What follows belongs to an exercise in optimizing a design on an open flow for small area; a production flow would make more cautious choices.
Only simulation tests tie the RTL to the original design; equivalence was not proved.
Power and IR drop assume default switching activity.

## run 1
// wb_dma_regs_top
module wb_dma_regs_top #(
	parameter logic [27:0] DMA_FULL_MARK = 28'd4083,
	parameter logic [27:0] DMA_LIMIT = 28'd4084,
	parameter logic [27:0] RD_LIMIT = 28'd2040,
	parameter logic [27:0] RD_EMPTY_MARK = 28'd1
) (
	input wire logic clk_i,
	input wire logic reset_i,
	input wire logic cyc_i,
	input wire logic stb_i,
	input wire logic we_i,
	input wire logic [31:0] adr_i,
	input wire logic [2:0] cti_i,
	input wire logic [3:0] sel_i,
	input wire logic [31:0] dat_i,
	output logic [31:0] dat_o,
	output logic ack_o,
	output logic err_o,
	input wire logic dma_in_use_i,
	output logic [15:0] ctrl_o,
	output logic [15:0] watch_dog_cnt_o,
	output logic [31:0] dmaadr_o,
	output logic [31:0] dmalen_o,
	input wire logic [31:0] transfer_size_i,
	input wire logic transfer_size_valid_i,
	input wire logic [7:0] stat_i,
	input wire logic stat_valid_i,
	input wire logic [55:0] dma_fifo_cnt_i,
	output logic [1:0] dma_fifo_full_int_o,
	input wire logic [55:0] rd_fifo_length_i,
	output logic [1:0] rd_fifo_empty_int_o
);
Size: ~850 cells after synthesis, about 310 flip-flops, ~13000 um2 of cells after synthesis.
export LEC_CHECK = 0
export CAP_MARGIN = 20
export CORE_MARGIN = 2
export CORE_UTILIZATION = 60
export SLEW_MARGIN = 20
export BUFFER_PORTS_ARGS = -buffer_cell sky130_fd_sc_hd__buf_1
export CTS_ARGS = -sink_clustering_enable -repair_clock_nets -dont_use_dummy_load -buf_list sky130_fd_sc_hd__clkbuf_16 -sink_clustering_size 28 -sink_clustering_max_diameter 80
create_clock -name core_clock -period 8.0 [get_ports {clk_i}]
standard.sh (not shown) runs the stock make flow with config.mk's settings and CLKGATE_MAP_FILE= SYNTH_SCRIPT=/design/flow/synth_recipe.tcl, a recipe that flattens the netlist after the stock synthesis.
==> flow/flow/run.sh <==
#!/bin/bash
# The standard layout (standard.sh: standard synthesis, floorplan, place, CTS,
# route), with two changes to how the layout is made:
#  - each port's buffer is the smallest buffer cell, sky130_fd_sc_hd__buf_1
#  - CTS clusters up to 28 flip-flops per clkbuf_16 and adds no dummy loads
set -euo pipefail
cat >> config.mk <<'EOC'
export BUFFER_PORTS_ARGS = -buffer_cell sky130_fd_sc_hd__buf_1
export CTS_ARGS = -sink_clustering_enable -repair_clock_nets -dont_use_dummy_load -buf_list sky130_fd_sc_hd__clkbuf_16 -sink_clustering_size 28 -sink_clustering_max_diameter 80
EOC
bash standard.sh > standard.log 2>&1
Input changes introduced in run 2 (baseline for comparison: run 1):
- an added CTS_CLUSTER_DIAMETER of 60
- a deleted BUFFER_PORTS_ARGS that had been -buffer_cell sky130_fd_sc_hd__buf_1
- an added CTS_BUF_LIST of sky130_fd_sc_hd__clkbuf_16
- an added CTS_CLUSTER_SIZE of 20
- a deleted CTS_ARGS that had been -sink_clustering_enable -repair_clock_nets -dont_use_dummy_load -buf_list sky130_fd_sc_hd__clkbuf_16 -sink_clustering_size 28 -sink_clustering_max_diameter 80
==> flow/run.sh (new file) <==
#!/bin/bash
# synth_recipe.tcl (not shown) runs the flow's synth.tcl, then flattens the netlist and writes it again
# the make line also repeats each setting of config.mk as NAME=value (left out here)
make -C /OpenROAD-flow-scripts/flow DESIGN_CONFIG=/design/flow/config.mk WORK_HOME=/design/flow/orfs CLKGATE_MAP_FILE= SYNTH_SCRIPT=/design/flow/synth_recipe.tcl finish
removed: flow/flow/run.sh
removed: flow/standard.sh
Results
Per the comparison of run 2 with run 1, routed wire length now larger; routed length on met1 now sits lower; number of buffers inserted during clock tree synthesis saw an increase; largest stage delay on the critical path increased by 0.06 ns relative to the old numbers; global-route usage now sits higher.
Compared with run 1, run 2 shows a higher area added between synthesis and finish.
Compared with run 1, run 2 shows a higher final period utilization.
Run 2 ended up with clkdlybuf4s50_1 as its commonest non-fill, non-tap cell in the layout; run 1 ended up with buf_1.
Run 2 has sequential share of cell area below what run 1 had.
Proportion of power drawn by the clock network sits higher in run 2 than in run 1.
Per the comparison of run 2 with run 1, final hold slack lost 0.0044 ns, number of search-and-repair iterations in the first detailed-routing pass moved down.
Inputs modified between run 2 and run 3:
- POST_RESIZE_TCL newly set to /design/flow/flow/recover_area.tcl
- CTS_BUF_LIST removed (was sky130_fd_sc_hd__clkbuf_16)
- BUFFER_PORTS_ARGS newly set to -buffer_cell sky130_fd_sc_hd__buf_1
- CTS_ARGS newly set to -sink_clustering_enable -repair_clock_nets -dont_use_dummy_load -buf_list sky130_fd_sc_hd__clkbuf_16 -sink_clustering_size 20 -sink_clustering_max_diameter 60
- CTS_CLUSTER_DIAMETER removed (was 60)
- CTS_CLUSTER_SIZE removed (was 20)
==> flow/flow/run.sh (new file) <==
#!/bin/bash
# The standard layout (standard.sh: standard synthesis, floorplan, place, CTS,
# route), with two changes to how the layout is made:
#  - each port's buffer is the smallest buffer cell, sky130_fd_sc_hd__buf_1
#  - after placement's repair_design, cells with slack to spare are downsized
#  - CTS clusters up to 20 flip-flops per clkbuf_16 and adds no dummy loads
set -euo pipefail
cat >> config.mk <<EOC
export BUFFER_PORTS_ARGS = -buffer_cell sky130_fd_sc_hd__buf_1
export CTS_ARGS = -sink_clustering_enable -repair_clock_nets -dont_use_dummy_load -buf_list sky130_fd_sc_hd__clkbuf_16 -sink_clustering_size 20 -sink_clustering_max_diameter 60
export POST_RESIZE_TCL = $(pwd)/flow/recover_area.tcl
EOC
bash standard.sh > standard.log 2>&1
==> flow/flow/recover_area.tcl (new file) <==
# After repair_design: downsize cells on paths with timing slack to spare
log_cmd repair_timing -recover_power 100
==> flow/standard.sh (new file) <==
#!/bin/bash
# synth_recipe.tcl (not shown) runs the flow's synth.tcl, then flattens the netlist and writes it again
# the make line also repeats each setting of config.mk as NAME=value (left out here)
make -C /OpenROAD-flow-scripts/flow DESIGN_CONFIG=/design/flow/config.mk WORK_HOME=/design/flow/orfs CLKGATE_MAP_FILE= SYNTH_SCRIPT=/design/flow/synth_recipe.tcl "${@:-finish}"
removed: flow/run.sh
Notes after the runs:
Lower portion of total power attributed to the clock network goes to run 2 over run 3. Delta (run 3 minus run 2): wire length of the first global-routing pass now smaller, power density over cell area higher, final standard cell count with taps included and fillers excluded went down about 0.5%. Run 3: clock-buffer cell count 3 above run 2. For the non-clock buffer share of cell area, run 3 came in 11 points lower than run 2 did. Delta (run 3 minus run 2): number of antenna violations at the first check in global routing did not really move; setup slack increased 0.44 ns; internal power lost 60 uW.

afterwards: timing with drivers on the ports:
Ports are ideal in the flow. The routed layouts listed here were re-timed in OpenROAD.
Step 1 sets driving cells, clkbuf_16 on the clock port and buf_2 on the other inputs (assumed; they add their load-dependent delay and slew).
Step 2, shift: input delay + t, output delay - t, t = (earliest + latest rising clock arrival at the registers) / 2. This alone moves slack from input paths to output paths.
Three values: no drivers, after step 1, after step 2; two values: the first two.
run	t (ns)	setup slack, ns	worst data-port slew with drivers (ns)
run 1	0.514	3.035 / 2.985 / 3.499	0.08
run 2	0.541	2.517 / 2.467 / 3.008	0.08
run 3	0.542	2.960 / 2.908 / 3.450	0.08
After both steps setup and hold are still met in every run listed.
